This is an optimization exercise on Yosys and OpenROAD, whose aim is a short achievable clock period and few clock cycles, not a production implementation. At most, simulation tests tie the RTL to the original design; equivalence was not proved. Function not checked in runs 1 to 4 and 6: the RTL went through the layout flow alone. Power figures rest on the tool's default switching activity, not on a simulated workload.

[design/flow/design.v]
`timescale 1ns/1ns
`default_nettype none
package rv_pkg;
   parameter int XLEN       = 32;             
   parameter int REG_ADDR_W = 5;              
endpackage
`default_nettype wire
`timescale 1ns/1ns
`timescale 1ns/1ns
`timescale 1ns/1ns
`timescale 1ns/1ns
`timescale 1ns/1ns
`timescale 1ns/1ns
`default_nettype none
module rv_core_top #(
   parameter logic [31:0] RESET_PC = '0    
) (
   input  wire         clk_i,
   input  wire         rst_i,
   input  wire         stall_i,
   input  wire  [31:0] inst_i,
   output wire  [31:0] inst_addr_o,
   output wire         wen_o,
   output wire  [3:0]  stb_o,
   output wire  [31:0] data_addr_o,
   output wire  [31:0] data_o
);
   localparam logic [6:0] OPC_OP     = 7'b0110011;
   localparam logic [6:0] OPC_OP_IMM = 7'b0010011;
   localparam logic [6:0] OPC_BRANCH = 7'b1100011;
   localparam logic [6:0] OPC_JAL    = 7'b1101111;
   localparam logic [6:0] OPC_JALR   = 7'b1100111;
   localparam logic [6:0] OPC_LUI    = 7'b0110111;
   localparam logic [6:0] OPC_AUIPC  = 7'b0010111;
   localparam logic [6:0] OPC_STORE  = 7'b0100011;
   logic [31:0] pc_q;
   logic [31:0] pc_plus4;
   logic        d_valid;
   logic [31:0] d_inst;
   logic [31:0] d_pc;
   logic [31:0] d_pc4;
   logic        e_valid;
   logic [31:0] e_a;             
   logic [31:0] e_b;             
   logic [31:0] e_bx;            
   logic        e_cin;           
   logic [31:0] e_rs2;           
   logic [31:0] e_pc4;           
   logic [31:0] e_alt;           
   logic        e_pred;          
   logic        e_branch;
   logic        e_jalr;
   logic        e_store;
   logic [1:0]  e_sfmt;
   logic        e_wen;           
   logic [4:0]  e_rd;
   logic        e_sel_sum, e_sel_xor, e_sel_or, e_sel_and;
   logic        e_sel_sll, e_sel_sr, e_sel_slt, e_sel_sltu, e_sel_link;
   logic        e_sra;
   logic        e_br_eq, e_br_lt, e_br_ltu, e_br_neg;
   logic        w_en;            
   logic [4:0]  w_rd;
   logic [31:0] w_data;
   logic [31:0] regs [32];
   logic        redirect_e;
   logic [31:0] target_e;
   logic        redirect_d;
   logic [31:0] target_d;
   logic [31:0] result;
   logic        s_wen;
   logic [3:0]  s_stb;
   logic [31:0] s_addr;
   logic [31:0] s_data;
   assign inst_addr_o = pc_q;
   assign pc_plus4    = pc_q + 32'd4;
   always_ff @(posedge clk_i or posedge rst_i) begin
      if (rst_i) begin
         pc_q    <= RESET_PC;
         d_valid <= 1'b0;
      end else begin
         if (redirect_e)      pc_q <= target_e;
         else if (redirect_d) pc_q <= target_d;
         else if (!stall_i)   pc_q <= pc_plus4;
         d_valid <= !stall_i && !redirect_d && !redirect_e;
      end
   end
   always_ff @(posedge clk_i) begin
      d_inst <= inst_i;
      d_pc   <= pc_q;
      d_pc4  <= pc_plus4;
   end
   logic [6:0]  opc;
   logic [2:0]  f3;
   logic [4:0]  rs1, rs2, rd;
   logic        is_op, is_opimm, is_branch, is_jal, is_jalr, is_lui, is_auipc, is_store;
   logic [31:0] imm_i, imm_s, imm_b, imm_u, imm_j;
   logic [31:0] rf1, rf2;
   logic        uses_rs1, b_is_rs2, writes;
   logic        fwd_a, fwd_b, fwd_s;
   logic [31:0] a_d, b_d;
   logic        sub_d;
   logic        pred_d;
   logic        same_rs;
   assign opc = d_inst[6:0];
   assign f3  = d_inst[14:12];
   assign rs1 = d_inst[19:15];
   assign rs2 = d_inst[24:20];
   assign rd  = d_inst[11:7];
   assign is_op     = opc == OPC_OP;
   assign is_opimm  = opc == OPC_OP_IMM;
   assign is_branch = opc == OPC_BRANCH;
   assign is_jal    = opc == OPC_JAL;
   assign is_jalr   = opc == OPC_JALR;
   assign is_lui    = opc == OPC_LUI;
   assign is_auipc  = opc == OPC_AUIPC;
   assign is_store  = opc == OPC_STORE;
   assign imm_i = {{20{d_inst[31]}}, d_inst[31:20]};
   assign imm_s = {{20{d_inst[31]}}, d_inst[31:25], d_inst[11:7]};
   assign imm_b = {{20{d_inst[31]}}, d_inst[7], d_inst[30:25], d_inst[11:8], 1'b0};
   assign imm_u = {d_inst[31:12], 12'b0};
   assign imm_j = {{12{d_inst[31]}}, d_inst[19:12], d_inst[20], d_inst[30:21], 1'b0};
   assign rf1 = (rs1 == 5'd0) ? 32'd0 : (w_en && w_rd == rs1) ? w_data : regs[rs1];
   assign rf2 = (rs2 == 5'd0) ? 32'd0 : (w_en && w_rd == rs2) ? w_data : regs[rs2];
   assign uses_rs1 = is_op || is_opimm || is_branch || is_jalr || is_store;
   assign b_is_rs2 = is_op || is_branch;
   assign writes   = is_op || is_opimm || is_jal || is_jalr || is_lui || is_auipc;
   assign fwd_a = e_valid && e_wen && (e_rd == rs1) && uses_rs1;
   assign fwd_b = e_valid && e_wen && (e_rd == rs2) && b_is_rs2;
   assign fwd_s = e_valid && e_wen && (e_rd == rs2);
   always_comb begin
      if (is_lui)        a_d = 32'd0;
      else if (is_auipc) a_d = d_pc;
      else               a_d = rf1;
      if (b_is_rs2)                  b_d = rf2;
      else if (is_store)             b_d = imm_s;
      else if (is_lui || is_auipc)   b_d = imm_u;
      else                           b_d = imm_i;
   end
   assign sub_d = is_branch || ((is_op || is_opimm) && (f3 == 3'b010 || f3 == 3'b011)) ||
                  (is_op && f3 == 3'b000 && d_inst[30]);
   assign same_rs = rs1 == rs2;
   always_comb begin
      if (same_rs) pred_d = (f3 == 3'b000) || (f3 == 3'b101) || (f3 == 3'b111);
      else         pred_d = d_inst[31] || (f3 == 3'b001);
   end
   assign target_d   = d_pc + (is_jal ? imm_j : imm_b);
   assign redirect_d = d_valid && !redirect_e && (is_jal || (is_branch && pred_d));
   always_ff @(posedge clk_i or posedge rst_i) begin
      if (rst_i) begin
         e_valid <= 1'b0;
      end else begin
         e_valid <= d_valid && !redirect_e;
      end
   end
   always_ff @(posedge clk_i) begin
      e_a      <= fwd_a ? result : a_d;
      e_b      <= fwd_b ? result : b_d;
      e_bx     <= fwd_b ? (sub_d ? ~result : result) : (sub_d ? ~b_d : b_d);
      e_cin    <= sub_d;
      e_rs2    <= fwd_s ? result : rf2;
      e_pc4    <= d_pc4;
      e_alt    <= pred_d ? d_pc4 : target_d;
      e_pred   <= pred_d;
      e_branch <= is_branch;
      e_jalr   <= is_jalr;
      e_store  <= is_store;
      e_sfmt   <= f3[1:0];
      e_wen    <= writes && (rd != 5'd0);
      e_rd     <= rd;
      e_sel_sum  <= is_lui || is_auipc || is_store || ((is_op || is_opimm) && f3 == 3'b000);
      e_sel_xor  <= (is_op || is_opimm) && f3 == 3'b100;
      e_sel_or   <= (is_op || is_opimm) && f3 == 3'b110;
      e_sel_and  <= (is_op || is_opimm) && f3 == 3'b111;
      e_sel_sll  <= (is_op || is_opimm) && f3 == 3'b001;
      e_sel_sr   <= (is_op || is_opimm) && f3 == 3'b101;
      e_sel_slt  <= (is_op || is_opimm) && f3 == 3'b010;
      e_sel_sltu <= (is_op || is_opimm) && f3 == 3'b011;
      e_sel_link <= is_jal || is_jalr;
      e_sra      <= d_inst[30];
      e_br_eq  <= f3[2:1] == 2'b00;
      e_br_lt  <= f3[2:1] == 2'b10;
      e_br_ltu <= f3[2:1] == 2'b11;
      e_br_neg <= f3[0];
   end
   logic [32:0] sum33;
   logic [31:0] sum;
   logic        lt_u, lt_s, eq;
   logic [31:0] sll_v, sr_v;
   logic        taken;
   assign sum33 = {1'b0, e_a} + {1'b0, e_bx} + {32'd0, e_cin};
   assign sum   = sum33[31:0];
   assign lt_u  = !sum33[32];
   assign lt_s  = (e_a[31] ^ e_b[31]) ? e_a[31] : sum[31];
   assign eq    = e_a == e_b;
   assign sll_v = e_a << e_b[4:0];
   assign sr_v  = 32'($signed({e_sra & e_a[31], e_a}) >>> e_b[4:0]);
   assign result = ({32{e_sel_sum}}  & sum)
                 | ({32{e_sel_xor}}  & (e_a ^ e_b))
                 | ({32{e_sel_or}}   & (e_a | e_b))
                 | ({32{e_sel_and}}  & (e_a & e_b))
                 | ({32{e_sel_sll}}  & sll_v)
                 | ({32{e_sel_sr}}   & sr_v)
                 | ({32{e_sel_link}} & e_pc4)
                 | {31'd0, (e_sel_slt & lt_s) | (e_sel_sltu & lt_u)};
   assign taken = e_br_neg ^ ((e_br_eq & eq) | (e_br_lt & lt_s) | (e_br_ltu & lt_u));
   assign redirect_e = e_valid && (e_jalr || (e_branch && (taken ^ e_pred)));
   assign target_e   = e_jalr ? {sum[31:1], 1'b0} : e_alt;
   always_ff @(posedge clk_i or posedge rst_i) begin
      if (rst_i) begin
         w_en  <= 1'b0;
         s_wen <= 1'b0;
      end else begin
         w_en  <= e_valid && e_wen;
         s_wen <= e_valid && e_store;
      end
   end
   always_ff @(posedge clk_i) begin
      w_rd   <= e_rd;
      w_data <= result;
      s_addr <= sum;
      case (e_sfmt)
         2'b00:   s_stb <= 4'b0001 << sum[1:0];
         2'b01:   s_stb <= 4'b0011 << sum[1:0];
         default: s_stb <= 4'b1111 << sum[1:0];
      endcase
      s_data <= e_rs2 << {sum[1:0], 3'b000};
   end
   always_ff @(posedge clk_i) begin
      if (w_en) regs[w_rd] <= w_data;
   end
   assign wen_o       = s_wen;
   assign stb_o       = s_stb;
   assign data_addr_o = s_addr;
   assign data_o      = s_data;
endmodule
`default_nettype wire
[design/flow/run.sh]
#!/bin/bash
# synth_recipe.tcl (not shown) runs the flow's synth.tcl, then flattens the netlist and writes it again
# the make line also repeats each setting of config.mk as NAME=value (left out here)
make -C /OpenROAD-flow-scripts/flow DESIGN_CONFIG=/design/flow/config.mk WORK_HOME=/design/flow/orfs CLKGATE_MAP_FILE= SYNTH_SCRIPT=/design/flow/synth_recipe.tcl finish
[design/flow/config.mk]
export PLATFORM = sky130hd
export DESIGN_NAME = rv_core_top
export DESIGN_NICKNAME = rv_core_top
export VERILOG_FILES = /design/flow/design.v
export SDC_FILE = /design/flow/constraint.sdc
export NUM_CORES = 4
export LEC_CHECK = 0
export CAP_MARGIN = 20
export CORE_MARGIN = 2
export CORE_UTILIZATION = 40
export SLEW_MARGIN = 20
[design/flow/constraint.sdc]
create_clock -name core_clock -period 10.0 [get_ports {clk_i}]
set_input_delay 2.0000 -clock core_clock [delete_from_list [all_inputs] [get_ports {clk_i}]]
set_output_delay 2.0000 -clock core_clock [all_outputs]
set_load 0.01 [all_outputs]
==> impl_metrics.toml, run 1 <==
[status]
status = "no timing/DRC/antenna violations"

[clock_tree]
path_clk_slew_ns = 0.06
postCtsHoldBufs = 0
numCtsBuffers = 156
clk_latency_ns = 0.82
cts_tree = "built"
post-cts-setup-buffers = 0
cts_resized = 0
cts-root-buf = "clkbuf_16"
clockBufferDepth = 3
cts.htree.levels = 4
cts.sinks = 1476

[final_layout]
drive_above_1_share_pct = 23.5
syn2layout_area_growth_pct = 12.6
layout_common_cells = "edfxtp_1, mux4_2, dfxtp_1"
final.fill_count = 15501
final_common_cell = "edfxtp_1"
post-route-util_pct = 45.2
nets = 4968

[power]
peakVddDrop_v = 0.000178
leakagePower_nw = 28.2
powerDensity_nw_per_um2 = 204

[placement]
io_buffer_count = 135
dpl.hpwl_um = 157000
gp_congestion = 1.01

[timing]
setup_viol = 0
finalClockSkew_ns = 0.0294
slew_headroom_pct = 16.8
fin_crit_ns = 4.69
fmax_mhz = 213
slew_viol_final = 0
tns_ns = 0
finalCritPeriodShare_pct = 46.9
worst_pin_slew_ns = 1.24
rsz0062_at_grt = "no"
report.final.hold_viol_count = 0

[yosys]
synthArstFlopShare_pct = 2.44
synth_edf_count = 1024
syn-cell-area_um2 = 71500
synth_area_leaders = "edfxtp_1, mux4_2, dfxtp_1"
synth_top_family_by_area = "multiplexers"
synth_cells = 4748
synth-xor-area-share_pct = 2.05
syn_nets = 4913
synth_top_cell_by_area = "edfxtp_1"
ys_warn_count = 1
synth.mux.area_fraction_pct = 24.7
yosysSeqAreaShare_pct = 55.9
ys_seq_elements = 1476
synth-main-ff-cell = "edfxtp_1"
synth.distinct_cells = 84
synth_area_per_cell_um2 = 15.1
synth_top_area_share_pct = 43.0
synthAdderAreaFrac_pct = 2.31
synthSimpleGateAreaFrac_pct = 4.86
synth_compound_area_share_pct = 7.38

[critical_path]
arrival_ns = 5.39
path_max_fanout = 15
cp-end-kind = "flip-flop"
critPathRequiredTime_ns = 10.70
crit_type = "flip-flop to flip-flop"
cp-start-kind = "flip-flop"
crit_slowest_cell = "and2_1"
cp_slowest_stage_delay_ns = 0.59
cpMostUsedCell = "mux2_2"
crit_chain = "nand3_1, nor2_1, and2_1, mux2_2, ha_1, fa_1, a211oi_1, o21a_1, nor4_1, nand3b_1, o211ai_1, a31oi_1, nor3_1, o31ai_1, mux2_2"

[floorplan]
rows = 155
die_area_um2 = 182000
initial_utilization_pct = 40.2
die_y_um = 427
fp.dieW_um = 427
core_area_um2 = 178000
design.portCount = 136

[grt]
overflow = 0
grt_first_pass_wirelength_um = 350000
antenna_found_initial = 16
grt_max_degree = 112
grt_usage_pct = 27.3
grt_pass1_vias = 45550

[detailed_routing]
wire_per_inst_um = 34.4
first_pass_iters = 6
drt_iter0_drc = 6244
via_count = 46562
avgViaCountPerCell = 6.39
drc = 0
wl_um = 250000
detail-route-antenna-nets = 0

[job]
max_cap_viol_count = 0

[worst_hold_path]
hp-class = "flip-flop to flip-flop"
## logic make-up (layout without fill, tap and decap cells)
group,after synthesis,in the layout
other,0,6
AND/OR/NAND/NOR,759,759
flip-flops,1476,1476
adder cells (fa/ha/maj),130,130
XOR/XNOR,167,167
buffers and inverters,471,650
multiplexers,957,957
AO/OA/AOI/OAI,788,788
## state kept, by name (all words and copies together) (netlist names), 31 cells and up
register,flops
e_rs2,32
e_a,32
e_pc4,31
pc_q,32
s_addr,32
e_b,32
s_data,32
e_bx,32
d_inst,32
w_data,32
regs,1024
d_pc4,32
e_alt,32
## cells in the mapped netlist, drive strengths merged (42+ instances only)
cell type	number
inv	122
xnor2	79
edfxtp	1024
a221oi	42
mux4	636
xor2	88
ha	127
mux2i	245
o21ai	179
nor2	233
a21oi	167
o22ai	43
nor3	61
nand3	58
dfxtp	416
mux2	76
nand2	242
a22oi	46
buf	137
clkbuf	211
a21o	45
## worst paths after layout
path	from	to	cells after the start	slack, ns
worst max register to register	d_inst[5]$_DFF_P_	pc_q[31]$_DFFE_PP0P_	15	5.31
max in group asynchronous	rst_i	pc_q[0]$_DFFE_PP0P_	3	7.87
worst min register to register	d_pc4[27]$_DFF_P_	e_pc4[27]$_DFF_P_	0	0.35
worst max-delay path	d_inst[5]$_DFF_P_	pc_q[31]$_DFFE_PP0P_	15	5.31
min in group asynchronous	rst_i	s_wen$_DFF_PP0_	3	1.66
worst min-delay path	d_pc4[27]$_DFF_P_	e_pc4[27]$_DFF_P_	0	0.35
## worst max-delay path: cells and delay by family (launching register included)
kind / cells / cell delay (ns)
simple gates: 6 / 1.64
flops: 1 / 0.41
compound gates: 5 / 1.08
mux: 2 / 0.75
fa+ha+maj: 2 / 0.67
## per-layer routing
metal  vias to the layer above  part of all wire (%)  GRT usage (%)
li1                      19061                     -              -
met5                         -                 0.017              0
met3                       555                   9.2           5.35
met4                         8                   6.5           15.7
met1                     24292                    38           36.0
met2                      2646                    46           42.2
## power breakdown
| part | internal (mW) | switching [mW] |
|---|---|---|
| clock | 3.23 | 2.49 |
| combinational | 1.33 | 1.70 |
| sequential | 6.96 | 0.687 |
| total | 11.5 | 4.88 |
## layout make-up
type / count / area, um^2 / share of cell area, %
inverters: 123 / 462 / 0.573
multi-input cells: 2801 / 29800 / 37.0
diodes: 6 / 15.0 / 0.0186
repair buffers: 245 / 2260 / 2.81
flip-flops and latches: 1476 / 40100 / 49.7
well taps: 2355 / 2950 / 3.66
clock inverters: 72 / 653 / 0.811
clock buffers: 210 / 4310 / 5.36
## per-stage QoR
| step | instances | power [mW] | instance area [um^2] | hold WS (ns) | setup slack (ns) |
|---|---|---|---|---|---|
| final | 7288 | 16.4 | 80500 | 0.347 | 5.31 |
| after global routing | 7286 | 16.9 | 80500 | 0.352 | 5.00 |
| after CTS | 7282 | 16.4 | 80500 | 0.345 | 5.35 |
| after detailed placement | 7000 | 10.7 | 75500 | 0.336 | 5.35 |
| after global placement | 7000 | 10.7 | 75500 | 0.330 | 5.44 |
| after floorplan | 4748 | 9.26 | 71500 | 0.326 | 6.08 |
==> run 2: changes to the inputs <==
--- a/design/flow/config.mk
+++ b/design/flow/config.mk
@@ -10,2 +10,3 @@
 export CORE_UTILIZATION = 40
+export SETUP_SLACK_MARGIN = 5
 export SLEW_MARGIN = 20
==> impl_metrics.toml, run 2 <==
[status]
status = "no timing/DRC/antenna violations"

[yosys]
syn-cell-area_um2 = 71500
synthArstFlopShare_pct = 2.44
synth_top_area_share_pct = 43.0
synth.distinct_cells = 84
ys_seq_elements = 1476
synthSimpleGateAreaFrac_pct = 4.86
synth_cells = 4748
yosysMostFrequentCell = "edfxtp_1"
yosysSeqAreaShare_pct = 55.9
synth.mux.area_fraction_pct = 24.7
synth_top_cell_by_area = "edfxtp_1"
syn_nets = 4913
synthAdderAreaFrac_pct = 2.31
synth_commonest_cells = "edfxtp_1, mux4_2, dfxtp_1"
synth-main-ff-cell = "edfxtp_1"
synth_edf_count = 1024
ys_warn_count = 1
synth-xor-area-share_pct = 2.05
synth_top_family_by_area = "multiplexers"
synth_area_leaders = "edfxtp_1, mux4_2, dfxtp_1"
synth_area_per_cell_um2 = 15.1
synth_compound_area_share_pct = 7.38

[clock_tree]
cts-root-buf = "clkbuf_16"
clockBufferDepth = 3
cts.htree.levels = 4
path_clk_slew_ns = 0.06
cts_tree = "built"
cts.sinks = 1476
post-cts-setup-buffers = 0
clk_latency_ns = 0.82
cts_resized = 0
postCtsHoldBufs = 0
numCtsBuffers = 156

[grt]
overflow = 0
grt_pass1_vias = 45550
use_met1_pct = 36.0
grt_first_pass_wirelength_um = 350000
grt_usage_pct = 27.3
antenna_found_initial = 16
grt-busiest-layer = "met2"
use_met3_pct = 5.35
met2_usage_pct = 42.2
grt_max_degree = 112

[detailed_routing]
first_pass_iters = 6
avgViaCountPerCell = 6.39
via_count = 46547
detail-route-antenna-nets = 0
drc = 0
wire_per_inst_um = 34.4
drt_iter0_drc = 6244
wl_um = 250000

[timing]
fmax_mhz = 215
finalClockSkew_ns = 0.0294
slew_viol_final = 0
report.final.hold_viol_count = 0
tns_ns = 0
fin_crit_ns = 4.66
finalCritPeriodShare_pct = 46.6
fin_ws_ns = 5.34
rsz0062_at_grt = "no"
setup_viol = 0
slew_headroom_pct = 16.8
worst_pin_slew_ns = 1.24

[critical_path]
cp-start-kind = "flip-flop"
critPathLaunch = "e_b[2]$_DFF_P_"
arrival_ns = 5.36
crit_type = "flip-flop to flip-flop"
timing.rr.start = "e_b[2]$_DFF_P_"
path_buf_inv = 4
crit_chain = "buf_4, inv_2, buf_4, ha_1, nor4_1, nand4_1, nor2_1, a32o_1, a211oi_1, mux2_2, nor2_4, buf_4, mux2_2"
crit_slowest_cell = "buf_4"
critPathRequiredTime_ns = 10.70
cp_slowest_stage_delay_ns = 0.64
cp-end-kind = "flip-flop"
crit_family = "buffers and inverters"
path_max_fanout = 56
cpMostUsedCell = "buf_4"

[placement]
dp_slack_ns = 5.35
gp_congestion = 1.01
post_dp_cell_area_um2 = 75500
dpl.hpwl_um = 157000
dp.cells = 7000
io_buffer_count = 135

[floorplan]
design.portCount = 136
initial_utilization_pct = 40.2
core_area_um2 = 178000
fp.dieW_um = 427
die_area_um2 = 182000
die_y_um = 427
rows = 155

[final_layout]
fin_area_um2 = 80500
nets = 4968
final.fill_count = 15500
regMostFlops = "regs"
syn2layout_area_growth_pct = 12.7
fin_cells = 7288
largest_reg_flops = 1024
layout_common_cells = "edfxtp_1, mux4_2, dfxtp_1"
multi_input_area_um2 = 29800
drive_above_1_share_pct = 23.5
seq_area_um2 = 40100
final_common_cell = "edfxtp_1"

[job]
max_cap_viol_count = 0

[power]
leakagePower_nw = 28.2
peakVddDrop_v = 0.000178
powerDensity_nw_per_um2 = 204
total_power_mw = 16.4

[worst_hold_path]
hp-class = "flip-flop to flip-flop"
min_from = "d_pc4[27]$_DFF_P_"
-- run 2: cells by family after synthesis --
family	Yosys count
fa+ha+maj	130
simple gates	759
xor+xnor	167
compound gates	788
buf+inv	471
mux	957
flops	1476
-- run 2: layout make-up --
type	instances	share of cell area [%]
clock inverter	72	0.811
antenna	6	0.0186
sequential	1476	49.7
clock buffer	210	5.36
inverter	123	0.573
multi-input combinational	2801	37.0
timing repair buffer	245	2.81
tap	2355	3.66
-- run 2: final timing paths --
| kind | end | depth (start not counted) | slack [ns] |
|---|---|---|---|
| max in group asynchronous | pc_q[0]$_DFFE_PP0P_ | 3 | 7.87 |
| max | pc_q[3]$_DFFE_PP0P_ | 13 | 5.34 |
| min | e_pc4[27]$_DFF_P_ | 0 | 0.35 |
| max reg2reg | pc_q[3]$_DFFE_PP0P_ | 13 | 5.34 |
| min in group asynchronous | s_wen$_DFF_PP0_ | 3 | 1.66 |
| min reg2reg | e_pc4[27]$_DFF_P_ | 0 | 0.35 |
-- run 2: through the flow --
step	hold slack, ns	utilization [%]
after CTS	0.345	45.2
final	0.347	45.2
after global placement	0.330	42.4
after floorplan	0.326	-
after detailed placement	0.336	42.4
after global routing	0.352	45.2
-- run 2: per-layer routing --
metal  vias up  wire length (um)
met5         -                43
met3       556             23100
met2      2646            115000
li1      19058                 -
met4         8             16200
met1     24279             95800
-- run 2: where the power goes --
part,internal [mW],total [mW],switching (mW)
Sequential,6.96,7.65,0.687
Clock,3.23,5.71,2.49
Combinational,1.33,3.04,1.70
==> run 3: changes to the inputs <==
==> design/flow/flow/run.sh (new file) <==
#!/bin/bash
set -euo pipefail
MARGIN=$(cat flow/margin.txt)
bash standard.sh SETUP_SLACK_MARGIN=$MARGIN finish > standard_flow.log 2>&1
==> design/flow/flow/margin.txt (new file) <==
7
==> design/flow/standard.sh (new file) <==
#!/bin/bash
# synth_recipe.tcl (not shown) runs the flow's synth.tcl, then flattens the netlist and writes it again
# the make line also repeats each setting of config.mk as NAME=value (left out here)
make -C /OpenROAD-flow-scripts/flow DESIGN_CONFIG=/design/flow/config.mk WORK_HOME=/design/flow/orfs CLKGATE_MAP_FILE= SYNTH_SCRIPT=/design/flow/synth_recipe.tcl "${@:-finish}"
removed: design/flow/run.sh
==> impl_metrics.toml, run 3 <==
[timing]
fmax_mhz = 266
finalCritPeriodShare_pct = 37.6
setup_viol = 0
slew_viol_final = 0
worst_pin_slew_ns = 1.19
whs_ns = 0.337
tns_ns = 0
slew_headroom_pct = 20.4
finalClockSkew_ns = 0.0353
report.final.hold_viol_count = 0
fin_crit_ns = 3.76
rsz0062_at_grt = "yes"

[detailed_routing]
first_pass_iters = 6
drc = 0
drt_iter0_drc = 6785
wire_per_inst_um = 35.8
detail-route-antenna-nets = 0
wl_um = 278000
avgViaCountPerCell = 6.42
via_count = 49811

[yosys]
ys_seq_elements = 1476
yosysSeqAreaShare_pct = 55.9
ys_warn_count = 1
synth.distinct_cells = 84
synth_area_leaders = "edfxtp_1, mux4_2, dfxtp_1"
synth_edf_count = 1024
synth_top_area_share_pct = 43.0
synth_top_cell_by_area = "edfxtp_1"
synth_commonest_cells = "edfxtp_1, mux4_2, dfxtp_1"
yosysMostFrequentCell = "edfxtp_1"
synthArstFlopShare_pct = 2.44
synth_cells = 4748
syn_nets = 4913
synth_area_per_cell_um2 = 15.1
syn-cell-area_um2 = 71500
synth-main-ff-cell = "edfxtp_1"

[power]
internal_power_mw = 12.4
total_power_mw = 17.8
p_comb_share_pct = 24.2
p_clk_share_pct = 33.0
p_seq_share_pct = 42.8
power_switching_mw = 5.38
switching_share_pct = 30.3
powerDensity_nw_per_um2 = 199
leakagePower_nw = 32.1
peakVddDrop_v = 0.000184

[critical_path]
critPathLaunch = "d_inst[4]$_DFF_P_"
rr_endpoint = "e_alt[27]$_DFF_P_"
critPathRequiredTime_ns = 10.70
rr_worst_depth = 18
path_max_fanout = 5
arrival_ns = 4.46
endpoint = "e_alt[27]$_DFF_P_"
cp-end-kind = "flip-flop"
crit_type = "flip-flop to flip-flop"
ff2ff_setup_slack_ns = 6.24
timing.rr.start = "d_inst[4]$_DFF_P_"
cp-start-kind = "flip-flop"

[grt]
overflow = 0
grt_first_pass_wirelength_um = 382000
grt_pass1_vias = 48104
grt_usage_pct = 30.1
grt_max_degree = 59
antenna_found_initial = 8

[clock_tree]
numCtsBuffers = 155
cts.sinks = 1476
cts-root-buf = "clkbuf_16"
postCtsHoldBufs = 0
cts_tree = "built"
clockBufferDepth = 3
clk_latency_ns = 0.82
cts.htree.levels = 4
path_clk_slew_ns = 0.07

[final_layout]
regMostFlops = "regs"
drive_above_1_share_pct = 40.6
final_common_cell = "edfxtp_1"
syn2layout_area_growth_pct = 24.8
largest_reg_flops = 1024
fin_area_um2 = 89200
nets = 5436
layout_common_cells = "edfxtp_1, mux4_2, buf_4"

[placement]
post_dp_cell_area_um2 = 75800
io_buffer_count = 135
dpl.hpwl_um = 165000
gp_congestion = 0.997

[floorplan]
rows = 155
fp.dieW_um = 427
design.portCount = 136
core_area_um2 = 178000
die_y_um = 427
initial_utilization_pct = 40.2
die_area_um2 = 182000

[worst_hold_path]
hp-class = "flip-flop to flip-flop"

[status]
status = "no timing/DRC/antenna violations"

[job]
max_cap_viol_count = 0
==> run 3: cell counts after synthesis <==
No cell type changed its count.
==> run 3: final cells by class <==
class                   instances  area [um^2]
diodes                          4         10.0
clock buffers                 205         4370
clock inverters                77          744
fillers                     14762        88800
inverters                     123          487
multi-input cells            2805        32600
flip-flops and latches       1476        40200
well taps                    2355         2950
repair buffers                710         7900
==> run 3: metal layers <==
layer  GRT usage [%]  wire length, um
met5               0               47
met4            19.0            22700
met3            6.71            26900
met2            46.7           127000
met1            38.4           101000
==> run 3: metrics by stage <==
step | util [%] | worst slack, ns | cells
after floorplan | - | 6.51 | 4748
after global placement | 42.5 | 5.16 | 7014
after detailed placement | 42.6 | 5.16 | 7016
after CTS | 49.0 | 6.34 | 7641
after global routing | 50.1 | 6.12 | 7753
final | 50.1 | 6.24 | 7755
==> run 3: worst min path at each step <==
stage,endpoint,slack [ns],from,depth (start not counted)
after floorplan,e_pc4[10]$_DFF_P_,0.33,d_pc4[10]$_DFF_P_,0
after global placement,e_pc4[8]$_DFF_P_,0.33,d_pc4[8]$_DFF_P_,0
after detailed placement,e_pc4[24]$_DFF_P_,0.33,d_pc4[24]$_DFF_P_,0
after CTS,e_pc4[20]$_DFF_P_,0.33,d_pc4[20]$_DFF_P_,0
after global routing,e_pc4[20]$_DFF_P_,0.34,d_pc4[20]$_DFF_P_,0
final,e_pc4[15]$_DFF_P_,0.34,d_pc4[15]$_DFF_P_,0
==> run 3: logic make-up after synthesis <==
family,after synthesis,share of synthesized area (%)
flip-flops,1476,55.9
multiplexers,957,24.7
AO/OA/AOI/OAI,788,7.38
AND/OR/NAND/NOR,759,4.86
buffers and inverters,471,2.82
XOR/XNOR,167,2.05
adder cells (fa/ha/maj),130,2.31
==> run 3: repair_timing <==
| action | in CTS | in global routing |
|---|---|---|
| cloned | 34 | 6 |
| resized for setup | 1171 | 212 |
| endpoints found under the setup margin | 451 | 664 |
| setup buffers | 309 | 104 |
| pin swaps | 167 | 129 |
==> run 3: power by group through the flow <==
stage	clock [mW]	sequential, mW	combinational (mW)
floorplan	0	7.40	1.89
global placement	0	7.76	3.05
detailed placement	0	7.76	3.06
CTS	5.92	7.56	3.95
global route	6.17	7.60	4.52
finish	5.87	7.60	4.30
==> run 3: critical path, stage by stage (launching register included) <==
cell      delay [ns]
dfxtp_4         0.35
nand3b_1        0.22
nor2_4          0.15
and2_4          0.20
mux2_4          0.35
ha_4            0.17
fa_2            0.34
a211oi_2        0.28
o21a_2          0.20
nor4_1          0.05
nand3b_1        0.19
buf_6           0.15
buf_4           0.13
buf_6           0.10
buf_6           0.12
o21ai_4         0.15
o21ai_2         0.08
xor2_2          0.15
mux2_2          0.27
==> run 4: changes to the inputs <==
--- a/design/flow/design.v
+++ b/design/flow/design.v
@@ -11,2 +11,33 @@
 `timescale 1ns/1ns
+`default_nettype none
+module ks_adder #(
+   parameter int W = 32
+) (
+   input  wire  [W-1:0] a_i,
+   input  wire  [W-1:0] b_i,
+   input  wire          cin_i,
+   output logic [W-1:0] sum_o,
+   output logic         cout_o
+);
+   localparam int N = W + 1;                  
+   localparam int L = $clog2(N);
+   logic [L:0][N-1:0] g;
+   logic [L:0][N-1:0] p;
+   assign g[0] = {a_i & b_i, cin_i};
+   assign p[0] = {a_i ^ b_i, 1'b0};
+   for (genvar l = 0; l < L; l++) begin : g_lvl
+      for (genvar i = 0; i < N; i++) begin : g_bit
+         if (i >= (1 << l)) begin : g_op
+            assign g[l+1][i] = g[l][i] | (p[l][i] & g[l][i-(1<<l)]);
+            assign p[l+1][i] = p[l][i] & p[l][i-(1<<l)];
+         end else begin : g_pass
+            assign g[l+1][i] = g[l][i];
+            assign p[l+1][i] = p[l][i];
+         end
+      end
+   end
+   assign sum_o  = (a_i ^ b_i) ^ g[L][W-1:0];
+   assign cout_o = g[L][W];
+endmodule
+`default_nettype wire
 `timescale 1ns/1ns
@@ -37,3 +68,5 @@
    logic [31:0] pc_plus4;
+   logic [31:0] f_next;
    logic        d_valid;
+   logic        d_pred;          
    logic [31:0] d_inst;
@@ -48,4 +81,5 @@
    logic [31:0] e_pc4;           
-   logic [31:0] e_alt;           
+   logic [31:0] e_tgt;           
    logic        e_pred;          
+   logic        e_jal;
    logic        e_branch;
@@ -66,4 +100,2 @@
    logic [31:0] target_e;
-   logic        redirect_d;
-   logic [31:0] target_d;
    logic [31:0] result;
@@ -74,3 +106,60 @@
    assign inst_addr_o = pc_q;
-   assign pc_plus4    = pc_q + 32'd4;
+   ks_adder #(.W(32)) u_pc4 (
+      .a_i (pc_q), .b_i (32'd4), .cin_i (1'b0), .sum_o (pc_plus4), .cout_o ()
+   );
+   logic        f_is_jal, f_is_br, f_same, f_bpred, f_short_j, f_short_b;
+   logic        f_take_j, f_take_b, f_take;
+   logic [2:0]  f_f3;
+   logic [5:0]  f_off_j, f_off_b;
+   logic [5:0]  f_lo_j, f_lo_b;
+   logic        f_c_j, f_c_b, f_s;
+   logic [31:6] f_hi_p1, f_hi_m1;
+   assign f_is_jal = inst_i[6:0] == OPC_JAL;
+   assign f_is_br  = inst_i[6:0] == OPC_BRANCH;
+   assign f_f3     = inst_i[14:12];
+   assign f_same   = inst_i[19:15] == inst_i[24:20];
+   assign f_bpred  = f_same ? (f_f3 == 3'b000 || f_f3 == 3'b101 || f_f3 == 3'b111)
+                            : (inst_i[31] || f_f3 == 3'b001);
+   assign f_s      = inst_i[31];
+   assign f_off_j  = {inst_i[25:21], 1'b0};
+   assign f_off_b  = {inst_i[25], inst_i[11:8], 1'b0};
+   assign f_short_j = (inst_i[30:26] == {5{f_s}}) && (inst_i[20] == f_s) &&
+                      (inst_i[19:12] == {8{f_s}});
+   assign f_short_b = (inst_i[30:26] == {5{f_s}}) && (inst_i[7] == f_s);
+   assign f_take_j = f_is_jal && f_short_j;
+   assign f_take_b = f_is_br && f_bpred && f_short_b;
+   assign f_take   = f_take_j || f_take_b;
+   ks_adder #(.W(6)) u_lo_j (
+      .a_i (pc_q[5:0]), .b_i (f_off_j), .cin_i (1'b0), .sum_o (f_lo_j), .cout_o (f_c_j)
+   );
+   ks_adder #(.W(6)) u_lo_b (
+      .a_i (pc_q[5:0]), .b_i (f_off_b), .cin_i (1'b0), .sum_o (f_lo_b), .cout_o (f_c_b)
+   );
+   ks_adder #(.W(26)) u_hi_p1 (
+      .a_i (pc_q[31:6]), .b_i (26'd0), .cin_i (1'b1), .sum_o (f_hi_p1), .cout_o ()
+   );
+   ks_adder #(.W(26)) u_hi_m1 (
+      .a_i (pc_q[31:6]), .b_i ('1), .cin_i (1'b0), .sum_o (f_hi_m1), .cout_o ()
+   );
+   logic        n_e, n_hold, n_j, n_b, n_4;
+   logic        n_p1, n_m1, n_same;
+   logic [31:0] pc_next;
+   assign n_e    = redirect_e;
+   assign n_hold = !redirect_e && stall_i;
+   assign n_j    = !redirect_e && !stall_i && f_take_j;
+   assign n_b    = !redirect_e && !stall_i && f_take_b;
+   assign n_4    = !redirect_e && !stall_i && !f_take;
+   assign n_p1   = (n_j && f_c_j && !f_s) || (n_b && f_c_b && !f_s);
+   assign n_m1   = (n_j && !f_c_j && f_s) || (n_b && !f_c_b && f_s);
+   assign n_same = (n_j && f_c_j == f_s) || (n_b && f_c_b == f_s) || n_hold;
+   assign pc_next[31:6] = ({26{n_e}}    & target_e[31:6])
+                        | ({26{n_4}}    & pc_plus4[31:6])
+                        | ({26{n_p1}}   & f_hi_p1)
+                        | ({26{n_m1}}   & f_hi_m1)
+                        | ({26{n_same}} & pc_q[31:6]);
+   assign pc_next[5:0]  = ({6{n_e}}    & target_e[5:0])
+                        | ({6{n_4}}    & pc_plus4[5:0])
+                        | ({6{n_j}}    & f_lo_j)
+                        | ({6{n_b}}    & f_lo_b)
+                        | ({6{n_hold}} & pc_q[5:0]);
    always_ff @(posedge clk_i or posedge rst_i) begin
@@ -80,6 +169,4 @@
       end else begin
-         if (redirect_e)      pc_q <= target_e;
-         else if (redirect_d) pc_q <= target_d;
-         else if (!stall_i)   pc_q <= pc_plus4;
-         d_valid <= !stall_i && !redirect_d && !redirect_e;
+         pc_q    <= pc_next;
+         d_valid <= !stall_i && !redirect_e;
       end
@@ -90,2 +177,3 @@
       d_pc4  <= pc_plus4;
+      d_pred <= f_take;
    end
@@ -96,2 +184,3 @@
    logic [31:0] imm_i, imm_s, imm_b, imm_u, imm_j;
+   logic [31:0] tgt_b, tgt_j;
    logic [31:0] rf1, rf2;
@@ -101,4 +190,2 @@
    logic        sub_d;
-   logic        pred_d;
-   logic        same_rs;
    assign opc = d_inst[6:0];
@@ -119,4 +206,4 @@
    assign imm_b = {{20{d_inst[31]}}, d_inst[7], d_inst[30:25], d_inst[11:8], 1'b0};
+   assign imm_j = {{12{d_inst[31]}}, d_inst[19:12], d_inst[20], d_inst[30:21], 1'b0};
    assign imm_u = {d_inst[31:12], 12'b0};
-   assign imm_j = {{12{d_inst[31]}}, d_inst[19:12], d_inst[20], d_inst[30:21], 1'b0};
    assign rf1 = (rs1 == 5'd0) ? 32'd0 : (w_en && w_rd == rs1) ? w_data : regs[rs1];
@@ -140,9 +227,8 @@
                   (is_op && f3 == 3'b000 && d_inst[30]);
-   assign same_rs = rs1 == rs2;
-   always_comb begin
-      if (same_rs) pred_d = (f3 == 3'b000) || (f3 == 3'b101) || (f3 == 3'b111);
-      else         pred_d = d_inst[31] || (f3 == 3'b001);
-   end
-   assign target_d   = d_pc + (is_jal ? imm_j : imm_b);
-   assign redirect_d = d_valid && !redirect_e && (is_jal || (is_branch && pred_d));
+   ks_adder #(.W(32)) u_tgt_b (
+      .a_i (d_pc), .b_i (imm_b), .cin_i (1'b0), .sum_o (tgt_b), .cout_o ()
+   );
+   ks_adder #(.W(32)) u_tgt_j (
+      .a_i (d_pc), .b_i (imm_j), .cin_i (1'b0), .sum_o (tgt_j), .cout_o ()
+   );
    always_ff @(posedge clk_i or posedge rst_i) begin
@@ -161,4 +247,5 @@
       e_pc4    <= d_pc4;
-      e_alt    <= pred_d ? d_pc4 : target_d;
-      e_pred   <= pred_d;
+      e_tgt    <= is_jal ? tgt_j : tgt_b;
+      e_jal    <= is_jal;
+      e_pred   <= d_pred;
       e_branch <= is_branch;
@@ -189,3 +276,9 @@
    logic        taken;
-   assign sum33 = {1'b0, e_a} + {1'b0, e_bx} + {32'd0, e_cin};
+   ks_adder #(.W(32)) u_add (
+      .a_i    (e_a),
+      .b_i    (e_bx),
+      .cin_i  (e_cin),
+      .sum_o  (sum33[31:0]),
+      .cout_o (sum33[32])
+   );
    assign sum   = sum33[31:0];
@@ -205,4 +298,4 @@
    assign taken = e_br_neg ^ ((e_br_eq & eq) | (e_br_lt & lt_s) | (e_br_ltu & lt_u));
-   assign redirect_e = e_valid && (e_jalr || (e_branch && (taken ^ e_pred)));
-   assign target_e   = e_jalr ? {sum[31:1], 1'b0} : e_alt;
+   assign redirect_e = e_valid && (e_jalr || (e_jal && !e_pred) || (e_branch && (taken ^ e_pred)));
+   assign target_e   = e_jalr ? {sum[31:1], 1'b0} : (e_branch && !taken) ? e_pc4 : e_tgt;
    always_ff @(posedge clk_i or posedge rst_i) begin
==> impl_metrics.toml, run 4 <==
[detailed_routing]
wl_um = 288000
first_pass_iters = 8
wl_met3_um = 31200
drc = 0
met1Wirelength_um = 105000
drt_iter0_drc = 7912
wl_met2_um = 131000
avgViaCountPerCell = 6.50
wire_per_inst_um = 35.4
highest_layer = "met5"
detail-route-antenna-nets = 0
via_count = 52912

[yosys]
synth.distinct_cells = 84
synthArstFlopShare_pct = 2.44
synth-main-ff-cell = "edfxtp_1"
synth_area_per_cell_um2 = 14.6
syn_nets = 5171
ys_warn_count = 1
synth_cells = 4979
synth_top_area_share_pct = 42.2
yosysSeqAreaShare_pct = 54.9
synth_area_leaders = "edfxtp_1, mux4_2, dfxtp_1"
syn-cell-area_um2 = 72800
yosysMostFrequentCell = "edfxtp_1"
synth_commonest_cells = "edfxtp_1, mux4_2, dfxtp_1"
synth_edf_count = 1024
ys_seq_elements = 1478
synth_top_cell_by_area = "edfxtp_1"

[critical_path]
crit_type = "input port to flip-flop"
cp-start-kind = "input port"
endpoint = "pc_q[17]$_DFF_PP0_"
rr_worst_depth = 14
critPathLaunch = "inst_i[9]"
arrival_ns = 4.57
critPathRequiredTime_ns = 10.68
cp-end-kind = "flip-flop"
rr_endpoint = "pc_q[20]$_DFF_PP0_"
ff2ff_setup_slack_ns = 6.11
timing.rr.start = "e_a[10]$_DFF_P_"
path_max_fanout = 8

[timing]
rsz0062_at_grt = "yes"
finalClockSkew_ns = 0.0405
fmax_mhz = 257
fin_crit_ns = 3.89
tns_ns = 0
fin_ws_ns = 6.11
slew_viol_final = 0
worst_pin_slew_ns = 1.16
setup_viol = 0
report.final.hold_viol_count = 0
finalCritPeriodShare_pct = 38.9
slew_headroom_pct = 22.6

[status]
status = "no timing/DRC/antenna violations"

[floorplan]
rows = 156
fp.dieW_um = 431
core_area_um2 = 181000
die_y_um = 431
design.portCount = 136
initial_utilization_pct = 40.3
die_area_um2 = 186000

[placement]
dpl.hpwl_um = 168000
io_buffer_count = 135
post_dp_cell_area_um2 = 77600
dp_slack_ns = 3.99
gp_congestion = 1.01

[final_layout]
regMostFlops = "regs"
syn2layout_area_growth_pct = 29.0
largest_reg_flops = 1024
layout_common_cells = "edfxtp_1, mux4_2, buf_4"
fin_area_um2 = 94000
drive_above_1_share_pct = 43.8
nets = 5834
final.fill_count = 14587
final_common_cell = "edfxtp_1"

[grt]
grt_max_degree = 57
grt_pass1_vias = 50937
antenna_found_initial = 6
overflow = 0
grt_usage_pct = 30.3
grt_first_pass_wirelength_um = 396000

[power]
powerDensity_nw_per_um2 = 194
leakagePower_nw = 33.4
peakVddDrop_v = 0.000186

[clock_tree]
numCtsBuffers = 159
cts_tree = "built"
cts.htree.levels = 4
clockBufferDepth = 3
path_clk_slew_ns = 0.06
postCtsHoldBufs = 0
cts-root-buf = "clkbuf_16"
cts.sinks = 1478
clk_latency_ns = 0.83

[job]
max_cap_viol_count = 0

[worst_hold_path]
hp-class = "flip-flop to flip-flop"
holdPathStages = 0
-- run 4: cell families (layout without fill, tap and decap cells) --
group / count (synthesis) / count (layout) / synth area share [%]
xor gates and xnor gates: 157 / 157 / 1.89
and+or+nand+nor: 969 / 973 / 6.20
buffers and inverters: 514 / 1304 / 2.69
other: 0 / 1 / 0
muxes: 834 / 834 / 23.6
DFF: 1478 / 1478 / 54.9
adders and majority gates: 157 / 157 / 2.75
AOI/OAI and AO/OA: 870 / 870 / 7.96
-- run 4: how the worst min path moves through the flow --
stage / startpoint / endpoint / slack, ns
6_report: d_pc4[18]$_DFF_P_ / e_pc4[18]$_DFF_P_ / 0.30
5_1_grt: d_pc4[10]$_DFF_P_ / e_pc4[10]$_DFF_P_ / 0.31
4_1_cts: d_pc4[18]$_DFF_P_ / e_pc4[18]$_DFF_P_ / 0.30
3_5_place_dp: d_pc4[15]$_DFF_P_ / e_pc4[15]$_DFF_P_ / 0.31
3_3_place_gp: d_pc4[15]$_DFF_P_ / e_pc4[15]$_DFF_P_ / 0.31
2_1_floorplan: d_pc4[10]$_DFF_P_ / e_pc4[10]$_DFF_P_ / 0.31
-- run 4: timing repair --
action                      CTS  global route
gates cloned                 48             7
gates resized for setup    1361           410
setup endpoints to repair   503           704
pin swaps                   218           183
buffers inserted            333           190
-- run 4: metal layers --
layer  track usage [%]  vias up
li1                  -    21253
met1              39.3    27194
met2              46.8     3659
met3              6.72      800
met4              17.7        6
met5                 0        -
-- run 4: stage by stage --
stage               hold WS (ns)  total power, mW  cells  util [%]
floorplan                  0.310             9.32   4979         -
global placement           0.311             10.9   7273      42.9
detailed placement         0.312             10.9   7273      42.9
CTS                        0.301             17.7   7946      50.0
global route               0.310             18.6   8143      51.9
finish                     0.297             18.2   8144      51.9
-- run 4: cell type report --
cell class              instances  area [um^2]  area share, %
multi-input cells            2991        35200           37.5
diodes                          1         2.50        0.00266
clock buffers                 213         4490           4.78
clock inverters                79          806          0.857
repair buffers                848         9540           10.2
well taps                    2370         2970           3.16
inverters                     164          647          0.688
flip-flops and latches       1478        40300           42.9
-- run 4: report_power, final --
group	switching [mW]	internal [mW]	total, mW
logic	2.54	2.11	4.64
registers	0.556	6.97	7.52
clock network	2.57	3.45	6.02
total	5.66	12.5	18.2
-- run 4: worst max-delay path, cell delays in order --
cell and delay, ns:
buf_8 0.11, ha_4 0.22, a21o_1 0.16, a21oi_2 0.18, o21bai_2 0.09, a21o_1 0.20, buf_6 0.12, buf_6 0.11
a32oi_4 0.29, mux2i_2 0.15, or2_4 0.32, o21ai_2 0.13, o211ai_1 0.10, a221o_1 0.37
==> run 5: changes to the inputs <==
--- a/design/flow/design.v
+++ b/design/flow/design.v
@@ -22,3 +22,4 @@
    localparam int N = W + 1;                  
-   localparam int L = $clog2(N);
+   localparam int L = (N <= 2) ? 1 : (N <= 4) ? 2 : (N <= 8) ? 3 : (N <= 16) ? 4 :
+                      (N <= 32) ? 5 : 6;     
    logic [L:0][N-1:0] g;
==> impl_metrics.toml, run 5 <==
[status]
status = "no timing/DRC/antenna violations"

[critical_path]
critPathLaunch = "inst_i[9]"
endpoint = "pc_q[17]$_DFF_PP0_"
crit_chain = "buf_8, ha_4, a21o_1, a21oi_2, o21bai_2, a21o_1, buf_6, buf_6, a32oi_4, mux2i_2, or2_4, o21ai_2, o211ai_1, a221o_1"
ff2ff_setup_slack_ns = 6.11
cp-start-kind = "input port"
rr_endpoint = "pc_q[20]$_DFF_PP0_"
cp_slowest_stage_delay_ns = 0.37
critPathRequiredTime_ns = 10.68
arrival_ns = 4.57
path_max_fanout = 8
rr_worst_depth = 14
cp-end-kind = "flip-flop"
crit_slowest_cell = "a221o_1"
crit_type = "input port to flip-flop"
timing.rr.start = "e_a[10]$_DFF_P_"

[timing]
fmax_mhz = 257
report.final.hold_viol_count = 0
slew_headroom_pct = 22.6
rsz0062_at_grt = "yes"
setup_viol = 0
slew_viol_final = 0
worst_pin_slew_ns = 1.16
whs_ns = 0.297
fin_crit_ns = 3.89
finalClockSkew_ns = 0.0405
finalCritPeriodShare_pct = 38.9
fin_ws_ns = 6.11
tns_ns = 0

[yosys]
synth.distinct_cells = 84
yosysSeqAreaShare_pct = 54.9
synth_edf_count = 1024
yosysMostFrequentCell = "edfxtp_1"
synth_commonest_cells = "edfxtp_1, mux4_2, dfxtp_1"
synth_cells = 4979
synth_top_area_share_pct = 42.2
synthArstFlopShare_pct = 2.44
synth_area_leaders = "edfxtp_1, mux4_2, dfxtp_1"
synth_top_cell_by_area = "edfxtp_1"
syn-cell-area_um2 = 72800
synth-main-ff-cell = "edfxtp_1"
syn_nets = 5171
ys_seq_elements = 1478
synth_area_per_cell_um2 = 14.6
ys_warn_count = 1

[grt]
grt_first_pass_wirelength_um = 396000
overflow = 0
grt_usage_pct = 30.3
grt_pass1_vias = 50937
grt_max_degree = 57
antenna_found_initial = 6

[detailed_routing]
drc = 0
wl_um = 288000
via_count = 52912
wire_per_inst_um = 35.4
first_pass_iters = 8
avgViaCountPerCell = 6.50
drt_iter0_drc = 7912
detail-route-antenna-nets = 0

[power]
p_seq_share_pct = 41.4
switching_share_pct = 31.1
p_comb_share_pct = 25.5
internal_power_mw = 12.5
leakagePower_nw = 33.4
power_switching_mw = 5.66
total_power_mw = 18.2
powerDensity_nw_per_um2 = 194
peakVddDrop_v = 0.000186
p_clk_share_pct = 33.1

[final_layout]
final.fill_count = 14587
final_common_cell = "edfxtp_1"
drive_above_1_share_pct = 43.8
fin_area_um2 = 94000
regMostFlops = "regs"
nets = 5834
layout_common_cells = "edfxtp_1, mux4_2, buf_4"
largest_reg_flops = 1024
syn2layout_area_growth_pct = 29.0

[clock_tree]
postCtsHoldBufs = 0
cts_tree = "built"
cts.htree.levels = 4
clk_latency_ns = 0.83
cts.sinks = 1478
numCtsBuffers = 159
path_clk_slew_ns = 0.06
cts-root-buf = "clkbuf_16"
clockBufferDepth = 3

[worst_hold_path]
min_from = "d_pc4[18]$_DFF_P_"
holdPathStages = 0
hp-class = "flip-flop to flip-flop"

[floorplan]
core_area_um2 = 181000
die_y_um = 431
fp.dieW_um = 431
die_area_um2 = 186000
initial_utilization_pct = 40.3
design.portCount = 136
rows = 156

[job]
max_cap_viol_count = 0

[placement]
gp_congestion = 1.01
dp_slack_ns = 3.99
post_dp_cell_area_um2 = 77600
dpl.hpwl_um = 168000
io_buffer_count = 135
-- run 5: cell counts in the layout (fill, tap and decap cells not counted) --
No cell type changed its count.
-- run 5: layer usage --
| layer | vias to the layer above | GRT usage [%] | share of wire [%] |
|---|---|---|---|
| met5 | - | 0 | 0.016 |
| met4 | 6 | 17.7 | 7.3 |
| met3 | 800 | 6.72 | 11 |
| met2 | 3659 | 46.8 | 45 |
| met1 | 27194 | 39.3 | 37 |
| li1 | 21253 | - | - |
-- run 5: cell type report --
| type | instances | area [um^2] | area share, % |
|---|---|---|---|
| diodes | 1 | 2.50 | 0.00266 |
| clock buffers | 213 | 4490 | 4.78 |
| clock inverters | 79 | 806 | 0.857 |
| inverters | 164 | 647 | 0.688 |
| multi-input cells | 2991 | 35200 | 37.5 |
| flip-flops and latches | 1478 | 40300 | 42.9 |
| well taps | 2370 | 2970 | 3.16 |
| repair buffers | 848 | 9540 | 10.2 |
-- run 5: worst max-delay path: cells and delay by family --
family / cells / cell delay, ns
AOI/OAI and AO/OA: 8 / 1.52
buffers and inverters: 3 / 0.34
and+or+nand+nor: 1 / 0.32
adders and majority gates: 1 / 0.22
muxes: 1 / 0.15
-- run 5: worst min-delay path by stage --
stage,end,slack [ns]
finish,e_pc4[18]$_DFF_P_,0.30
global route,e_pc4[10]$_DFF_P_,0.31
CTS,e_pc4[18]$_DFF_P_,0.30
detailed placement,e_pc4[15]$_DFF_P_,0.31
global placement,e_pc4[15]$_DFF_P_,0.31
floorplan,e_pc4[10]$_DFF_P_,0.31
-- run 5: per-stage QoR --
stage | instances | util [%]
2_1_floorplan | 4979 | -
3_3_place_gp | 7273 | 42.9
3_5_place_dp | 7273 | 42.9
4_1_cts | 7946 | 50.0
5_1_grt | 8143 | 51.9
6_report | 8144 | 51.9
-- run 5: cells by family after synthesis --
kind of cell | after synthesis | share of synthesized area [%]
DFF | 1478 | 54.9
and+or+nand+nor | 969 | 6.20
AOI/OAI and AO/OA | 870 | 7.96
muxes | 834 | 23.6
buffers and inverters | 514 | 2.69
xor gates and xnor gates | 157 | 1.89
adders and majority gates | 157 | 2.75
-- run 5: repair_timing --
action | CTS | global route
pin swaps | 218 | 183
resized for setup | 1361 | 410
setup buffers | 333 | 190
endpoints found under the setup margin | 503 | 704
cloned | 48 | 7
-- run 5: power by group through the flow --
stage	clock (mW)	combinational, mW	sequential (mW)
final	6.02	4.64	7.52
after global placement	0	3.21	7.72
after detailed placement	0	3.21	7.72
after global routing	6.30	4.82	7.52
after CTS	6.06	4.16	7.48
after floorplan	0	1.98	7.34
Testbench counts of run 5, summed over its fixed seeds: cycles 77,117.
==> run 6: changes to the inputs <==
--- a/design/flow/design.v
+++ b/design/flow/design.v
@@ -22,4 +22,3 @@
    localparam int N = W + 1;                  
-   localparam int L = (N <= 2) ? 1 : (N <= 4) ? 2 : (N <= 8) ? 3 : (N <= 16) ? 4 :
-                      (N <= 32) ? 5 : 6;     
+   localparam int L = $clog2(N);
    logic [L:0][N-1:0] g;
@@ -82,5 +81,5 @@
    logic [31:0] e_pc4;           
-   logic [31:0] e_tgt;           
-   logic        e_pred;          
-   logic        e_jal;
+   logic [31:0] e_alt;           
+   logic        e_flip;          
+   logic        e_redir;         
    logic        e_branch;
@@ -94,3 +93,7 @@
    logic        e_sra;
-   logic        e_br_eq, e_br_lt, e_br_ltu, e_br_neg;
+   logic        e_addi;          
+   logic [31:0] e_nimm;          
+   logic        redirect_d;
+   logic [31:0] target_d;
+   logic        e_br_eq, e_br_lt, e_br_ltu;
    logic        w_en;            
@@ -117,2 +120,6 @@
    logic [31:6] f_hi_p1, f_hi_m1;
+   logic        f_is_jalr, f_short_r, f_take_r, f_c_r;
+   logic [5:0]  f_lo_r;
+   logic        d_auipc0;        
+   logic [31:6] d_hi_p1, d_hi_m1;
    assign f_is_jal = inst_i[6:0] == OPC_JAL;
@@ -131,3 +138,10 @@
    assign f_take_b = f_is_br && f_bpred && f_short_b;
-   assign f_take   = f_take_j || f_take_b;
+   assign f_is_jalr = inst_i[6:0] == OPC_JALR;
+   assign f_short_r = inst_i[30:26] == {5{f_s}};
+   assign f_take_r  = f_is_jalr && f_short_r && d_valid && d_auipc0 &&
+                      inst_i[19:15] == d_inst[11:7];
+   assign f_take   = f_take_j || f_take_b || f_take_r;
+   ks_adder #(.W(6)) u_lo_r (
+      .a_i (d_pc[5:0]), .b_i (inst_i[25:20]), .cin_i (1'b0), .sum_o (f_lo_r), .cout_o (f_c_r)
+   );
    ks_adder #(.W(6)) u_lo_j (
@@ -144,10 +158,14 @@
    );
-   logic        n_e, n_hold, n_j, n_b, n_4;
-   logic        n_p1, n_m1, n_same;
+   logic        n_hold, n_j, n_b, n_r, n_4;
+   logic        n_p1, n_m1, n_same, n_rp1, n_rm1, n_rsame;
+   logic [31:0] pc_f;
    logic [31:0] pc_next;
-   assign n_e    = redirect_e;
-   assign n_hold = !redirect_e && stall_i;
-   assign n_j    = !redirect_e && !stall_i && f_take_j;
-   assign n_b    = !redirect_e && !stall_i && f_take_b;
-   assign n_4    = !redirect_e && !stall_i && !f_take;
+   assign n_hold = stall_i;
+   assign n_j    = !stall_i && f_take_j;
+   assign n_b    = !stall_i && f_take_b;
+   assign n_r    = !stall_i && f_take_r;
+   assign n_4    = !stall_i && !f_take;
+   assign n_rp1  = n_r && f_c_r && !f_s;
+   assign n_rm1  = n_r && !f_c_r && f_s;
+   assign n_rsame = n_r && f_c_r == f_s;
    assign n_p1   = (n_j && f_c_j && !f_s) || (n_b && f_c_b && !f_s);
@@ -155,19 +173,24 @@
    assign n_same = (n_j && f_c_j == f_s) || (n_b && f_c_b == f_s) || n_hold;
-   assign pc_next[31:6] = ({26{n_e}}    & target_e[31:6])
-                        | ({26{n_4}}    & pc_plus4[31:6])
-                        | ({26{n_p1}}   & f_hi_p1)
-                        | ({26{n_m1}}   & f_hi_m1)
-                        | ({26{n_same}} & pc_q[31:6]);
-   assign pc_next[5:0]  = ({6{n_e}}    & target_e[5:0])
-                        | ({6{n_4}}    & pc_plus4[5:0])
-                        | ({6{n_j}}    & f_lo_j)
-                        | ({6{n_b}}    & f_lo_b)
-                        | ({6{n_hold}} & pc_q[5:0]);
+   assign pc_f[31:6] = ({26{n_4}}    & pc_plus4[31:6])
+                     | ({26{n_p1}}   & f_hi_p1)
+                     | ({26{n_m1}}   & f_hi_m1)
+                     | ({26{n_same}} & pc_q[31:6])
+                     | ({26{n_rp1}}  & d_hi_p1)
+                     | ({26{n_rm1}}  & d_hi_m1)
+                     | ({26{n_rsame}} & d_pc[31:6]);
+   assign pc_f[5:0]  = ({6{n_4}}    & pc_plus4[5:0])
+                     | ({6{n_j}}    & f_lo_j)
+                     | ({6{n_b}}    & f_lo_b)
+                     | ({6{n_hold}} & pc_q[5:0])
+                     | ({6{n_r}}    & {f_lo_r[5:1], 1'b0});
+   assign pc_next = redirect_e ? target_e : redirect_d ? target_d : pc_f;
+   always_ff @(posedge clk_i) begin
+      if (rst_i) pc_q <= RESET_PC;
+      else       pc_q <= pc_next;
+   end
    always_ff @(posedge clk_i or posedge rst_i) begin
       if (rst_i) begin
-         pc_q    <= RESET_PC;
          d_valid <= 1'b0;
       end else begin
-         pc_q    <= pc_next;
-         d_valid <= !stall_i && !redirect_e;
+         d_valid <= !stall_i && !redirect_e && !redirect_d;
       end
@@ -179,2 +202,5 @@
       d_pred <= f_take;
+      d_hi_p1 <= f_hi_p1;
+      d_hi_m1 <= f_hi_m1;
+      d_auipc0 <= inst_i[6:0] == OPC_AUIPC && inst_i[31:12] == 20'd0 && inst_i[11:7] != 5'd0;
    end
@@ -234,2 +260,14 @@
    );
+   logic [31:0] nimm;
+   logic        d_chk, d_zero, d_outcome, d_pred_x;
+   ks_adder #(.W(32)) u_nimm (
+      .a_i (~imm_i), .b_i (32'd0), .cin_i (1'b1), .sum_o (nimm), .cout_o ()
+   );
+   assign d_chk      = is_branch && f3[2:1] == 2'b00 && rs2 == 5'd0 && rs1 != 5'd0 &&
+                       e_valid && e_wen && e_addi && e_rd == rs1;
+   assign d_zero     = e_a == e_nimm;
+   assign d_outcome  = f3[0] ^ d_zero;
+   assign d_pred_x   = d_chk ? d_outcome : d_pred;
+   assign redirect_d = d_valid && !redirect_e && d_chk && (d_outcome != d_pred);
+   assign target_d   = d_outcome ? tgt_b : d_pc4;
    always_ff @(posedge clk_i or posedge rst_i) begin
@@ -248,5 +286,7 @@
       e_pc4    <= d_pc4;
-      e_tgt    <= is_jal ? tgt_j : tgt_b;
-      e_jal    <= is_jal;
-      e_pred   <= d_pred;
+      e_alt    <= d_pred_x ? d_pc4 : (is_jal ? tgt_j : tgt_b);
+      e_flip   <= f3[0] ^ d_pred_x;
+      e_redir  <= (is_jalr || is_jal) && !d_pred;
+      e_addi   <= is_opimm && f3 == 3'b000;
+      e_nimm   <= nimm;
       e_branch <= is_branch;
@@ -270,3 +310,2 @@
       e_br_ltu <= f3[2:1] == 2'b11;
-      e_br_neg <= f3[0];
    end
@@ -276,3 +315,3 @@
    logic [31:0] sll_v, sr_v;
-   logic        taken;
+   logic        taken;           
    ks_adder #(.W(32)) u_add (
@@ -298,5 +337,5 @@
                  | {31'd0, (e_sel_slt & lt_s) | (e_sel_sltu & lt_u)};
-   assign taken = e_br_neg ^ ((e_br_eq & eq) | (e_br_lt & lt_s) | (e_br_ltu & lt_u));
-   assign redirect_e = e_valid && (e_jalr || (e_jal && !e_pred) || (e_branch && (taken ^ e_pred)));
-   assign target_e   = e_jalr ? {sum[31:1], 1'b0} : (e_branch && !taken) ? e_pc4 : e_tgt;
+   assign taken = e_flip ^ ((e_br_eq & eq) | (e_br_lt & lt_s) | (e_br_ltu & lt_u));
+   assign redirect_e = e_valid && (e_redir || (e_branch && taken));
+   assign target_e   = e_jalr ? {sum[31:1], 1'b0} : e_alt;
    always_ff @(posedge clk_i or posedge rst_i) begin
==> impl_metrics.toml, run 6 <==
[status]
status = "no timing/DRC/antenna violations"

[grt]
antenna_found_initial = 15
grt_usage_pct = 32.2
grt_pass1_vias = 59970
grt_max_degree = 61
overflow = 0
grt_first_pass_wirelength_um = 455000

[timing]
finalCritPeriodShare_pct = 39.8
worst_pin_slew_ns = 1.16
finalClockSkew_ns = 0.0694
slew_viol_final = 0
whs_ns = 0.382
rsz0062_at_grt = "yes"
fmax_mhz = 251
setup_viol = 0
slew_headroom_pct = 22.4
report.final.hold_viol_count = 0
tns_ns = 0
fin_crit_ns = 3.98

[final_layout]
largest_reg_flops = 1024
syn2layout_area_growth_pct = 29.4
drive_above_1_share_pct = 36.3
post-route-util_pct = 52.2
fin_area_um2 = 102000
final_common_cell = "edfxtp_1"
regMostFlops = "regs"
nets = 7064
layout_common_cells = "edfxtp_1, mux4_2, nand2_1"
fin_cells = 9626

[yosys]
ys_warn_count = 1
synth_cells = 6202
synth_area_per_cell_um2 = 12.7
synthArstFlopShare_pct = 0.256
synth_top_cell_by_area = "edfxtp_1"
synth_edf_count = 1024
syn_nets = 6408
syn-cell-area_um2 = 78800
synth_commonest_cells = "edfxtp_1, dfxtp_1, mux4_2"
synth_top_area_share_pct = 39.0
yosysSeqAreaShare_pct = 52.7
synth_area_leaders = "edfxtp_1, mux4_2, dfxtp_1"
synth-main-ff-cell = "edfxtp_1"
synth.distinct_cells = 99
ys_seq_elements = 1561
yosysMostFrequentCell = "edfxtp_1"

[critical_path]
critPathRequiredTime_ns = 10.78
cp-end-kind = "flip-flop"
crit_type = "input port to flip-flop"
cp-start-kind = "input port"
arrival_ns = 4.76
path_max_fanout = 8

[power]
switching_share_pct = 29.0
p_seq_share_pct = 42.9
powerDensity_nw_per_um2 = 167
peakVddDrop_v = 0.000205
p_clk_share_pct = 36.8
leakagePower_nw = 37.4
power_switching_mw = 4.94
internal_power_mw = 12.1
p_comb_share_pct = 20.3

[floorplan]
initial_utilization_pct = 40.3
die_area_um2 = 201000
fp.dieW_um = 448
rows = 162
core_area_um2 = 195000
design.portCount = 136
die_y_um = 448

[placement]
io_buffer_count = 135
post_dp_cell_area_um2 = 83500
dpl.hpwl_um = 189000
gp_congestion = 0.974
dp.cells = 8634

[clock_tree]
cts-root-buf = "clkbuf_16"
path_clk_slew_ns = 0.06
numCtsBuffers = 168
cts.sinks = 1561
cts_tree = "built"
clockBufferDepth = 3
cts.htree.levels = 4
clk_latency_ns = 0.88

[detailed_routing]
wl_um = 333000
first_pass_iters = 7
avgViaCountPerCell = 6.47
drt_iter0_drc = 8438
via_count = 62233
detail-route-antenna-nets = 0
wire_per_inst_um = 34.6
drc = 0

[worst_hold_path]
hp-class = "flip-flop to flip-flop"

[job]
max_cap_viol_count = 0
-- run 6: metal layers --
| layer | wire, um | GRT usage, % |
|---|---|---|
| met1 | 115000 | 38.2 |
| met2 | 149000 | 49.7 |
| met3 | 36000 | 8.68 |
| met4 | 32000 | 25.0 |
| met5 | 41 | 0 |
-- run 6: through the flow --
| step | power [mW] | setup slack, ns |
|---|---|---|
| finish | 17.0 | 6.02 |
| CTS | 16.7 | 6.14 |
| global placement | 9.87 | 4.12 |
| global route | 17.4 | 5.95 |
| floorplan | 8.81 | 5.55 |
| detailed placement | 9.88 | 4.07 |
-- run 6: final timing paths --
check | depth (start not counted) | start | slack [ns] | end
min in group asynchronous | 3 | rst_i | 1.77 | s_wen$_DFF_PP0_
min | 0 | pc_q[29]$_SDFF_PP0_ | 0.38 | d_pc[29]$_DFF_P_
max in group asynchronous | 3 | rst_i | 8.00 | s_wen$_DFF_PP0_
max reg2reg | 15 | e_a[0]$_DFF_P_ | 6.15 | pc_q[25]$_SDFF_PP0_
min reg2reg | 0 | pc_q[29]$_SDFF_PP0_ | 0.38 | d_pc[29]$_DFF_P_
max | 15 | inst_i[27] | 6.02 | pc_q[6]$_SDFF_PP0_
-- run 6: cell type report --
type | instances | area [um^2]
repair buffers | 959 | 11300
clock buffers | 231 | 4670
multi-input cells | 3998 | 39300
flip-flops and latches | 1561 | 41900
well taps | 2624 | 3280
clock inverters | 74 | 817
diodes | 9 | 22.5
inverters | 170 | 709
fillers | 16208 | 93400
-- run 6: kinds of logic after synthesis --
| family | count (synthesis) | share of synthesized area [%] |
|---|---|---|
| buf+inv | 658 | 3.42 |
| simple gates | 1361 | 7.83 |
| flops | 1561 | 52.7 |
| compound gates | 1287 | 10.8 |
| mux | 892 | 19.5 |
| fa+ha+maj | 171 | 2.77 |
| xor+xnor | 272 | 3.04 |
-- run 6: what timing repair did --
item                       in CTS  in global routing
gates resized for setup      1717                342
hold buffers                    0                  0
setup endpoints to repair     408                350
gates cloned                   68                 13
setup buffers                 430                166
pin swaps                     255                171
-- run 6: critical path, cell delays in order --
cell and delay [ns]:
buf_6 0.10, or4_4 0.55, o22ai_4 0.21, buf_4 0.14
nand2_1 0.07, nor4_4 0.37, a211oi_2 0.14, a22oi_2 0.30
buf_12 0.19, buf_8 0.14, or3b_2 0.13, a21oi_2 0.05
mux2i_1 0.12, nor2_1 0.06, a211oi_1 0.19
-- run 6: power by group through the flow --
stage	sequential, mW	clock, mW	combinational (mW)
6_report	7.31	6.26	3.46
2_1_floorplan	7.36	0	1.44
3_5_place_dp	7.48	0	2.40
4_1_cts	7.30	6.31	3.14
3_3_place_gp	7.48	0	2.40
5_1_grt	7.32	6.54	3.57

## port drivers added, routing unchanged
Ports are ideal in the flow. The routed layouts listed here were re-timed in OpenROAD. Step 1 (the two cells are an assumption about what drives the block):
set clk [get_ports {clk_i}]
set_driving_cell -lib_cell sky130_fd_sc_hd__clkbuf_16 $clk
set_driving_cell -lib_cell sky130_fd_sc_hd__buf_2 [delete_from_list [all_inputs] $clk]
Step 2, shift: input delay + t, output delay - t, t = (earliest + latest rising clock arrival at the registers) / 2. This alone moves slack from input paths to output paths. Slacks: no drivers / after step 1 / after step 2; pairs: no drivers / after step 1.
run	shift t [ns]	slack for setup (ns)	worst setup path at the end	slew at the worst register clock pin (ns)	worst slew at a driven data input, ns
run 1	0.885	5.313 / 5.313 / 5.313	register to register	0.08 / 0.08	0.05
run 2	0.885	5.339 / 5.339 / 5.339	register to register	0.08 / 0.08	0.05
run 3	0.883	6.244 / 6.244 / 5.936	input to register	0.07 / 0.07	0.04
run 4	0.906	6.108 / 6.111 / 5.253	input to register	0.07 / 0.07	0.07
run 5	0.906	6.108 / 6.111 / 5.253	input to register	0.07 / 0.07	0.07
run 6	0.932	6.018 / 6.062 / 5.130	input to register	0.08 / 0.08	0.07
After both steps every run listed still meets setup and hold. The setup slack of run 6, which loses most, moves by +0.044 ns with the drivers and by -0.888 ns with both steps.
